This is an optimization exercise on Yosys and OpenROAD, whose aim is small area, a short achievable clock period and few clock cycles per item, not a production implementation. Where RTL was checked, it was by simulation tests only, not by an equivalence proof against the original. Power figures rest on the tool's default switching activity, not on a simulated workload.

## segment_crossbar
module segment_crossbar (
    input  logic        clk,
    input  logic        rst_n,
    input  logic [19:0] cfg,
    input  logic [70:0] req,
    input  logic        req_valid,
    output logic        req_ready,
    output logic [38:0] resp,
    output logic        resp_valid,
    input  logic        resp_ready
);
    logic [3:0] cnt0, cnt1, cnt_f, cnt_g;
    logic       w0, w1, w_f, w_g;
    logic [1:0] d0, d1;
    logic       big1;
    assign cnt0 = cfg[6:3];
    assign w0   = cfg[2];
    assign d0   = cfg[1:0];
    assign cnt1 = cfg[16:13];
    assign w1   = cfg[12];
    assign d1   = cfg[11:10];
    assign big1  = cnt1 > cnt0;
    assign cnt_f = big1 ? cnt1 : cnt0;
    assign cnt_g = big1 ? cnt0 : cnt1;
    assign w_f   = big1 ? w1 : w0;
    assign w_g   = big1 ? w0 : w1;
    logic [7:0]      s_used_d, s_used;
    logic [7:0]      s_tbl_d, s_tbl;
    logic [7:0][1:0] s_row_d, s_row;
    logic [7:0]      s_hi_d, s_hi;
    for (genvar j = 0; j < 8; j++) begin : g_pos
        localparam int S = (j % 2 == 0) ? j / 2 : 4 + j / 2;
        logic       in_f;
        logic [3:0] rel;
        logic       w;
        assign in_f        = 4'(j) < cnt_f;
        assign rel         = in_f ? 4'(j) : 4'(j) - cnt_f;
        assign w           = in_f ? w_f : w_g;
        assign s_used_d[S] = 5'(j) < ({1'b0, cnt_f} + {1'b0, cnt_g});
        assign s_tbl_d[S]  = in_f ? big1 : ~big1;
        assign s_row_d[S]  = w ? rel[2:1] : rel[1:0];
        assign s_hi_d[S]   = w & rel[0];
    end
    always_ff @(posedge clk) begin
        s_used <= s_used_d;
        s_tbl  <= s_tbl_d;
        s_row  <= s_row_d;
        s_hi   <= s_hi_d;
    end
    logic [1:0][3:0] row_ok;
    always_ff @(posedge clk) begin
        row_ok[0] <= {d0[1], d0[1], d0[1] | d0[0], 1'b1};
        row_ok[1] <= {d1[1], d1[1], d1[1] | d1[0], 1'b1};
    end
    logic        rdy_q;
    logic        live_q;
    logic        clr;
    always_ff @(posedge clk or negedge rst_n) begin
        if (!rst_n) live_q <= 1'b0;
        else        live_q <= 1'b1;
    end
    assign clr = ~live_q;
    logic        acc;
    logic        op;
    logic        lmt;
    logic [4:0]  addr;
    logic [31:0] data, care;
    logic [31:0] bus_p, bus_q;
  ...
==> module match_result, before the edit <==
module match_result (
    input  logic [7:0][7:0] hit,
    input  logic [7:0]      s_used,
    input  logic [7:0]      s_tbl,
    input  logic [7:0][1:0] s_row,
    input  logic [3:0]      row_ok,
    input  logic            lmt,
    output logic [31:0]     ml
);
    always_comb begin
        for (int r = 0; r < 4; r++) begin
            for (int e = 0; e < 8; e++) begin
                logic m;
                m = row_ok[r];
                for (int s = 0; s < 8; s++) begin
                    if (s_used[s] && s_tbl[s] == lmt && s_row[s] == 2'(r))
                        m = m & hit[s][e];
                end
                ml[r*8+e] = m;
            end
        end
    end
endmodule
==> module segment_crossbar, before the edit <==
module segment_crossbar (
    input  logic        clk,
    input  logic        rst_n,
    input  logic [19:0] cfg,
    input  logic [70:0] req,
    input  logic        req_valid,
    output logic        req_ready,
    output logic [38:0] resp,
    output logic        resp_valid,
    input  logic        resp_ready
);
    logic [3:0] cnt0, cnt1, cnt_f, cnt_g;
    logic       w0, w1, w_f, w_g;
    logic [1:0] d0, d1;
    logic       big1;
    assign cnt0 = cfg[6:3];
    assign w0   = cfg[2];
    assign d0   = cfg[1:0];
    assign cnt1 = cfg[16:13];
    assign w1   = cfg[12];
    assign d1   = cfg[11:10];
    assign big1  = cnt1 > cnt0;
    assign cnt_f = big1 ? cnt1 : cnt0;
    assign cnt_g = big1 ? cnt0 : cnt1;
    assign w_f   = big1 ? w1 : w0;
    assign w_g   = big1 ? w0 : w1;
    logic [7:0]      s_used_d, s_used;
    logic [7:0]      s_tbl_d, s_tbl;
    logic [7:0][1:0] s_row_d, s_row;
    logic [7:0]      s_hi_d, s_hi;
    for (genvar j = 0; j < 8; j++) begin : g_pos
        localparam int S = (j % 2 == 0) ? j / 2 : 4 + j / 2;
        logic       in_f;
        logic [3:0] rel;
        logic       w;
        assign in_f        = 4'(j) < cnt_f;
        assign rel         = in_f ? 4'(j) : 4'(j) - cnt_f;
        assign w           = in_f ? w_f : w_g;
        assign s_used_d[S] = 5'(j) < ({1'b0, cnt_f} + {1'b0, cnt_g});
        assign s_tbl_d[S]  = in_f ? big1 : ~big1;
        assign s_row_d[S]  = w ? rel[2:1] : rel[1:0];
        assign s_hi_d[S]   = w & rel[0];
    end
    always_ff @(posedge clk) begin
        s_used <= s_used_d;
        s_tbl  <= s_tbl_d;
        s_row  <= s_row_d;
        s_hi   <= s_hi_d;
    end
    logic [1:0][3:0] row_ok;
    always_ff @(posedge clk) begin
        row_ok[0] <= {d0[1], d0[1], d0[1] | d0[0], 1'b1};
        row_ok[1] <= {d1[1], d1[1], d1[1] | d1[0], 1'b1};
    end
    logic        rdy_q;
    logic        live_q;
    logic        clr;
    always_ff @(posedge clk or negedge rst_n) begin
        if (!rst_n) live_q <= 1'b0;
        else        live_q <= 1'b1;
    end
    assign clr = ~live_q;
    logic        acc;
    logic        op;
    logic        lmt;
    logic [4:0]  addr;
    logic [31:0] data, care;
    logic [31:0] bus_p, bus_q;
    assign acc  = req_valid & rdy_q;
    assign op   = req[70];
    assign lmt  = req[69];
    assign addr = req[68:64];
    assign data = req[63:32];
    assign care = req[31:0];
    assign bus_p = data  | ({32{~op}} & ~care);
    assign bus_q = ~data | ({32{~op}} & ~care);
    logic [7:0][7:0] hit;
    for (genvar s = 0; s < 8; s++) begin : g_slot
        logic [15:0] kp, kq, wp, wq;
        logic        blk_we;
        if (s < 4) begin : g_lo
            assign kp = bus_p[15:0];
            assign kq = bus_q[15:0];
        end else begin : g_mx
            assign kp = s_hi[s] ? bus_p[31:16] : bus_p[15:0];
            assign kq = s_hi[s] ? bus_q[31:16] : bus_q[15:0];
        end
        assign wp = {kp[15:1], kp[0] & live_q};
        assign wq = {kq[15:1], kq[0] & live_q};
        assign blk_we = acc & ~op & s_used[s] & (s_tbl[s] == lmt) & (s_row[s] == addr[4:3]);
        logic [7:0] we, wen;
        for (genvar e = 0; e < 8; e++) begin : g_we
            assign we[e]  = clr | (blk_we & (addr[2:0] == 3'(e)));
            assign wen[e] = live_q & ~(blk_we & (addr[2:0] == 3'(e)));
        end
        tcam_block u_pmt (
            .clk (clk),
            .we  (we),
            .wen (wen),
            .wp  (wp),
            .wq  (wq),
            .kp  (kp),
            .kq  (kq),
            .hit (hit[s])
        );
    end
    logic            s1_v;
    logic            s1_lmt;
    logic [7:0][7:0] s1_hit;
    always_ff @(posedge clk or negedge rst_n) begin
        if (!rst_n) s1_v <= 1'b0;
        else if (rdy_q) s1_v <= acc & op;
    end
    always_ff @(posedge clk) begin
        if (rdy_q) begin
            s1_lmt <= lmt;
            s1_hit <= hit;
        end
    end
    logic [31:0] s1_ml;
    match_result u_result (
        .hit    (s1_hit),
        .s_used (s_used),
        .s_tbl  (s_tbl),
        .s_row  (s_row),
        .row_ok (row_ok[s1_lmt]),
        .lmt    (s1_lmt),
        .ml     (s1_ml)
    );
    logic        found;
    logic [4:0]  first_hit;
    logic [38:0] in_d;
    always_comb begin
        found     = |s1_ml;
        first_hit = '0;
        for (int e = 31; e >= 0; e--) begin
            if (s1_ml[e]) first_hit = 5'(e);
        end
    end
    assign in_d = {s1_lmt, found, first_hit, s1_ml};
    logic        out_v, sk_v;
    logic [38:0] out_d, sk_d;
    logic        load;
    logic        sk_v_n;
    assign load   = ~out_v | resp_ready;
    assign sk_v_n = sk_v ? ~resp_ready : (out_v & ~resp_ready & s1_v);
    always_ff @(posedge clk or negedge rst_n) begin
        if (!rst_n) begin
            out_v <= 1'b0;
            sk_v  <= 1'b0;
            rdy_q <= 1'b0;
        end else begin
            out_v <= load ? (sk_v | s1_v) : 1'b1;
            sk_v  <= sk_v_n;
            rdy_q <= ~sk_v_n;
        end
    end
    always_ff @(posedge clk) begin
        if (load) out_d <= sk_v ? sk_d : in_d;
        if (!sk_v) sk_d <= in_d;
    end
    assign req_ready  = rdy_q;
    assign resp       = out_d;
    assign resp_valid = out_v;
endmodule
==> flow/config.mk <==
export PLATFORM = sky130hd
export DESIGN_NAME = segment_crossbar
export DESIGN_NICKNAME = segment_crossbar
export VERILOG_FILES = /design/flow/design.v
export SDC_FILE = /design/flow/constraint.sdc
export NUM_CORES = 4
export LEC_CHECK = 0
export CAP_MARGIN = 20
export CORE_MARGIN = 2
export CORE_UTILIZATION = 40
export SETUP_SLACK_MARGIN = 4.5
export SLEW_MARGIN = 20
export SYNTH_HIERARCHICAL = 1
==> flow/constraint.sdc <==
create_clock -name core_clock -period 7.5 [get_ports {clk}]
set_input_delay 1.5000 -clock core_clock [delete_from_list [all_inputs] [get_ports {clk}]]
set_output_delay 1.5000 -clock core_clock [all_outputs]
set_load 0.01 [all_outputs]
run.sh (not shown) runs the stock make flow with config.mk's settings and CLKGATE_MAP_FILE= SYNTH_SCRIPT=/design/flow/synth_recipe.tcl, a recipe that flattens the netlist after the stock synthesis.
Next try:
--- a/flow/design.v
+++ b/flow/design.v
@@ -76,25 +76,21 @@
 `default_nettype wire
 `timescale 1ns/1ns
 `default_nettype none
 module match_result (
     input  logic [7:0][7:0] hit,
-    input  logic [7:0]      s_used,
-    input  logic [7:0]      s_tbl,
-    input  logic [7:0][1:0] s_row,
-    input  logic [3:0]      row_ok,
-    input  logic            lmt,
+    input  logic [3:0][7:0] sel,      
+    input  logic [3:0]      row_ok,   
     output logic [31:0]     ml
 );
     always_comb begin
         for (int r = 0; r < 4; r++) begin
             for (int e = 0; e < 8; e++) begin
                 logic m;
                 m = row_ok[r];
                 for (int s = 0; s < 8; s++) begin
-                    if (s_used[s] && s_tbl[s] == lmt && s_row[s] == 2'(r))
-                        m = m & hit[s][e];
+                    m = m & (hit[s][e] | ~sel[r][s]);
                 end
                 ml[r*8+e] = m;
             end
         end
     end
@@ -206,31 +202,40 @@
             .kp  (kp),
             .kq  (kq),
             .hit (hit[s])
         );
     end
+    logic [3:0][7:0] sel;
+    always_comb begin
+        for (int r = 0; r < 4; r++) begin
+            for (int s = 0; s < 8; s++) begin
+                sel[r][s] = s_used[s] & (s_tbl[s] == lmt) & (s_row[s] == 2'(r));
+            end
+        end
+    end
     logic            s1_v;
     logic            s1_lmt;
     logic [7:0][7:0] s1_hit;
+    logic [3:0][7:0] s1_sel;
+    logic [3:0]      s1_rok;
     always_ff @(posedge clk or negedge rst_n) begin
         if (!rst_n) s1_v <= 1'b0;
         else if (rdy_q) s1_v <= acc & op;
     end
     always_ff @(posedge clk) begin
         if (rdy_q) begin
             s1_lmt <= lmt;
             s1_hit <= hit;
+            s1_sel <= sel;
+            s1_rok <= row_ok[lmt];
         end
     end
     logic [31:0] s1_ml;
     match_result u_result (
         .hit    (s1_hit),
-        .s_used (s_used),
-        .s_tbl  (s_tbl),
-        .s_row  (s_row),
-        .row_ok (row_ok[s1_lmt]),
-        .lmt    (s1_lmt),
+        .sel    (s1_sel),
+        .row_ok (s1_rok),
         .ml     (s1_ml)
     );
     logic        found;
     logic [4:0]  first_hit;
     logic [38:0] in_d;
- The new run completed without violations
- sequential power hardly moves
- power fell by 0.58%
- count of clock-buffer cells in the layout rose by 3
- synthesized area rose by 1.4%
- non-clock buffer count fell by 104
- worst setup slack improved by 170 ps
- cell count stays flat
- design area fell by 0.98%
- fmax rose by 5.5%
- clock power barely changes
- clock skew rose by 20 ps
- global-route usage fell by 0.40 points
Testbench counts after the change, summed over its fixed seeds: cycles 32,416, requests 32,392.
No functional check of the RTL was part of the first run of this note.

Another version of the RTL of segment_crossbar (not shown whole).
Size: about 8100 cells after synthesis, roughly 85000 µm² of cells after synthesis.
==> module segment_crossbar, before the edit <==
module segment_crossbar (
    input  logic        clk,
    input  logic        rst_n,
    input  logic [19:0] cfg,
    input  logic [70:0] req,
    input  logic        req_valid,
    output logic        req_ready,
    output logic [38:0] resp,
    output logic        resp_valid,
    input  logic        resp_ready
);
    logic [3:0] cnt0, cnt1, cnt_f, cnt_g;
    logic       w0, w1, w_f, w_g;
    logic [1:0] d0, d1;
    logic       big1;
    assign cnt0 = cfg[6:3];
    assign w0   = cfg[2];
    assign d0   = cfg[1:0];
    assign cnt1 = cfg[16:13];
    assign w1   = cfg[12];
    assign d1   = cfg[11:10];
    assign big1  = cnt1 > cnt0;
    assign cnt_f = big1 ? cnt1 : cnt0;
    assign cnt_g = big1 ? cnt0 : cnt1;
    assign w_f   = big1 ? w1 : w0;
    assign w_g   = big1 ? w0 : w1;
    logic [7:0]      s_used_d, s_used;
    logic [7:0]      s_tbl_d, s_tbl;
    logic [7:0][1:0] s_row_d, s_row;
    logic [7:0]      s_hi_d, s_hi;
    for (genvar j = 0; j < 8; j++) begin : g_pos
        localparam int S = (j % 2 == 0) ? j / 2 : 4 + j / 2;
        logic       in_f;
        logic [3:0] rel;
        logic       w;
        assign in_f        = 4'(j) < cnt_f;
        assign rel         = in_f ? 4'(j) : 4'(j) - cnt_f;
        assign w           = in_f ? w_f : w_g;
        assign s_used_d[S] = 5'(j) < ({1'b0, cnt_f} + {1'b0, cnt_g});
        assign s_tbl_d[S]  = in_f ? big1 : ~big1;
        assign s_row_d[S]  = w ? rel[2:1] : rel[1:0];
        assign s_hi_d[S]   = w & rel[0];
    end
    always_ff @(posedge clk) begin
        s_used <= s_used_d;
        s_tbl  <= s_tbl_d;
        s_row  <= s_row_d;
        s_hi   <= s_hi_d;
    end
    logic [1:0][3:0] row_ok;
    assign row_ok[0] = {d0[1], d0[1], d0[1] | d0[0], 1'b1};
    assign row_ok[1] = {d1[1], d1[1], d1[1] | d1[0], 1'b1};
    logic        rdy_q;
    logic        live_q;
    logic        clr;
    always_ff @(posedge clk or negedge rst_n) begin
        if (!rst_n) live_q <= 1'b0;
        else        live_q <= 1'b1;
    end
    assign clr = ~live_q;
    logic        acc;
    logic        op;
    logic        lmt;
    logic [4:0]  addr;
    logic [31:0] data, care;
    logic [31:0] bus_p, bus_q;
    assign acc  = req_valid & rdy_q;
    assign op   = req[70];
    assign lmt  = req[69];
    assign addr = req[68:64];
    assign data = req[63:32];
    assign care = req[31:0];
    assign bus_p = data  | ({32{~op}} & ~care);
    assign bus_q = ~data | ({32{~op}} & ~care);
    logic [7:0][7:0] hit;
    for (genvar s = 0; s < 8; s++) begin : g_slot
        logic [15:0] kp, kq, wp, wq;
        logic        blk_we;
        if (s < 4) begin : g_lo
            assign kp = bus_p[15:0];
            assign kq = bus_q[15:0];
        end else begin : g_mx
            assign kp = s_hi[s] ? bus_p[31:16] : bus_p[15:0];
            assign kq = s_hi[s] ? bus_q[31:16] : bus_q[15:0];
        end
        assign wp = {kp[15:1], kp[0] & live_q};
        assign wq = {kq[15:1], kq[0] & live_q};
        assign blk_we = acc & ~op & s_used[s] & (s_tbl[s] == lmt) & (s_row[s] == addr[4:3]);
        logic [7:0] we, wen;
        for (genvar e = 0; e < 8; e++) begin : g_we
            assign we[e]  = clr | (blk_we & (addr[2:0] == 3'(e)));
            assign wen[e] = live_q & ~(blk_we & (addr[2:0] == 3'(e)));
        end
        tcam_block u_pmt (
            .clk (clk),
            .we  (we),
            .wen (wen),
            .wp  (wp),
            .wq  (wq),
            .kp  (kp),
            .kq  (kq),
            .hit (hit[s])
        );
    end
    logic            s1_v;
    logic            s1_lmt;
    logic [7:0][7:0] s1_hit;
    always_ff @(posedge clk or negedge rst_n) begin
        if (!rst_n) s1_v <= 1'b0;
        else if (rdy_q) s1_v <= acc & op;
    end
    always_ff @(posedge clk) begin
        if (rdy_q) begin
            s1_lmt <= lmt;
            s1_hit <= hit;
        end
    end
    logic [31:0] s1_ml;
    match_result u_result (
        .hit    (s1_hit),
        .s_used (s_used),
        .s_tbl  (s_tbl),
        .s_row  (s_row),
        .row_ok (row_ok[s1_lmt]),
        .lmt    (s1_lmt),
        .ml     (s1_ml)
    );
    logic        found;
    logic [4:0]  first_hit;
    logic [38:0] in_d;
    always_comb begin
        found     = |s1_ml;
        first_hit = '0;
        for (int e = 31; e >= 0; e--) begin
            if (s1_ml[e]) first_hit = 5'(e);
        end
    end
    assign in_d = {s1_lmt, found, first_hit, s1_ml};
    logic        out_v, sk_v;
    logic [38:0] out_d, sk_d;
    logic        load;
    logic        sk_v_n;
    assign load   = ~out_v | resp_ready;
    assign sk_v_n = sk_v ? ~resp_ready : (out_v & ~resp_ready & s1_v);
    always_ff @(posedge clk or negedge rst_n) begin
        if (!rst_n) begin
            out_v <= 1'b0;
            sk_v  <= 1'b0;
            rdy_q <= 1'b0;
        end else begin
            out_v <= load ? (sk_v | s1_v) : 1'b1;
            sk_v  <= sk_v_n;
            rdy_q <= ~sk_v_n;
        end
    end
    always_ff @(posedge clk) begin
        if (load) out_d <= sk_v ? sk_d : in_d;
        if (!sk_v) sk_d <= in_d;
    end
    assign req_ready  = rdy_q;
    assign resp       = out_d;
    assign resp_valid = out_v;
endmodule
clock: 7.5 ns
lec_check: 0
cap_margin: 20
core_margin: 2
core_utilization: 40
cts_cluster_diameter: 140
cts_cluster_size: 24
setup_slack_margin: 4.5
slew_margin: 20
synth_hierarchical: 1
Testbench counts at the start, summed over its fixed seeds: cycles 32,416, requests 32,392.
Change:
--- a/flow/design.v
+++ b/flow/design.v
@@ -77,23 +77,19 @@
 `timescale 1ns/1ns
 `default_nettype none
 module match_result (
     input  logic [7:0][7:0] hit,
-    input  logic [7:0]      s_used,
-    input  logic [7:0]      s_tbl,
-    input  logic [7:0][1:0] s_row,
-    input  logic [3:0]      row_ok,
-    input  logic            lmt,
+    input  logic [3:0][7:0] sel,      
+    input  logic [3:0]      row_ok,   
     output logic [31:0]     ml
 );
     always_comb begin
         for (int r = 0; r < 4; r++) begin
             for (int e = 0; e < 8; e++) begin
                 logic m;
                 m = row_ok[r];
                 for (int s = 0; s < 8; s++) begin
-                    if (s_used[s] && s_tbl[s] == lmt && s_row[s] == 2'(r))
-                        m = m & hit[s][e];
+                    m = m & (hit[s][e] | ~sel[r][s]);
                 end
                 ml[r*8+e] = m;
             end
         end
@@ -151,10 +147,12 @@
         s_row  <= s_row_d;
         s_hi   <= s_hi_d;
     end
     logic [1:0][3:0] row_ok;
-    assign row_ok[0] = {d0[1], d0[1], d0[1] | d0[0], 1'b1};
-    assign row_ok[1] = {d1[1], d1[1], d1[1] | d1[0], 1'b1};
+    always_ff @(posedge clk) begin
+        row_ok[0] <= {d0[1], d0[1], d0[1] | d0[0], 1'b1};
+        row_ok[1] <= {d1[1], d1[1], d1[1] | d1[0], 1'b1};
+    end
     logic        rdy_q;
     logic        live_q;
     logic        clr;
     always_ff @(posedge clk or negedge rst_n) begin
@@ -205,29 +203,38 @@
             .kq  (kq),
             .hit (hit[s])
         );
     end
+    logic [3:0][7:0] sel;
+    always_comb begin
+        for (int r = 0; r < 4; r++) begin
+            for (int s = 0; s < 8; s++) begin
+                sel[r][s] = s_used[s] & (s_tbl[s] == lmt) & (s_row[s] == 2'(r));
+            end
+        end
+    end
     logic            s1_v;
     logic            s1_lmt;
     logic [7:0][7:0] s1_hit;
+    logic [3:0][7:0] s1_sel;
+    logic [3:0]      s1_rok;
     always_ff @(posedge clk or negedge rst_n) begin
         if (!rst_n) s1_v <= 1'b0;
         else if (rdy_q) s1_v <= acc & op;
     end
     always_ff @(posedge clk) begin
         if (rdy_q) begin
             s1_lmt <= lmt;
             s1_hit <= hit;
+            s1_sel <= sel;
+            s1_rok <= row_ok[lmt];
         end
     end
     logic [31:0] s1_ml;
     match_result u_result (
         .hit    (s1_hit),
-        .s_used (s_used),
-        .s_tbl  (s_tbl),
-        .s_row  (s_row),
-        .row_ok (row_ok[s1_lmt]),
-        .lmt    (s1_lmt),
+        .sel    (s1_sel),
+        .row_ok (s1_rok),
         .ml     (s1_ml)
     );
     logic        found;
     logic [4:0]  first_hit;
Effect: Total power increases by 0.47%; wire length decreases by 4.5%; worst hold slack improves by 10 ps; area after synthesis increases by 1.2%; clock skew increases by 14 ps; setup slack improves by 38 ps; non-clock buffer count increases by 99; design area increases by 1.1%; via count decreases by about 1%; critical path depth decreases by 5; fmax increases by 1.2%; register-to-register slack improves by 200 ps.
Testbench counts after the change, summed over its fixed seeds: cycles 32,416, requests 32,392.

[afterwards: timing with drivers on the ports]
The results above use ideal ports. As a check the final layouts listed here were re-extracted and re-timed, cells and wires unchanged. Step 1: set_driving_cell puts a clkbuf_16 on clk and a buf_2 on each other input, an assumption about the parent block. Step 2 moves the port delays by t, midway between the first and last clock arrival at a register: inputs arrive t later, outputs are due t later. That takes back most of the time a late clock gives input paths. a / b / c = no drivers / after step 1 / after step 2; a / b = the first two.
run | t (ns) | slack for setup (ns) | worst slew at a driven data input, ns
the first run of note 1 | 0.976 | 4.217 / 4.217 / 3.417 | 0.22
the second run of note 1 | 0.966 | 4.389 / 4.361 / 3.395 | 0.18
the first run of note 2 | 0.895 | 4.291 / 4.291 / 3.494 | 0.20
the second run of note 2 | 0.865 | 4.329 / 4.340 / 3.474 | 0.21
After both steps setup and hold are still met in every run listed. For the second run of note 1, which loses most, drivers alone change the setup slack by -0.028 ns; drivers and shift together by -0.994 ns.
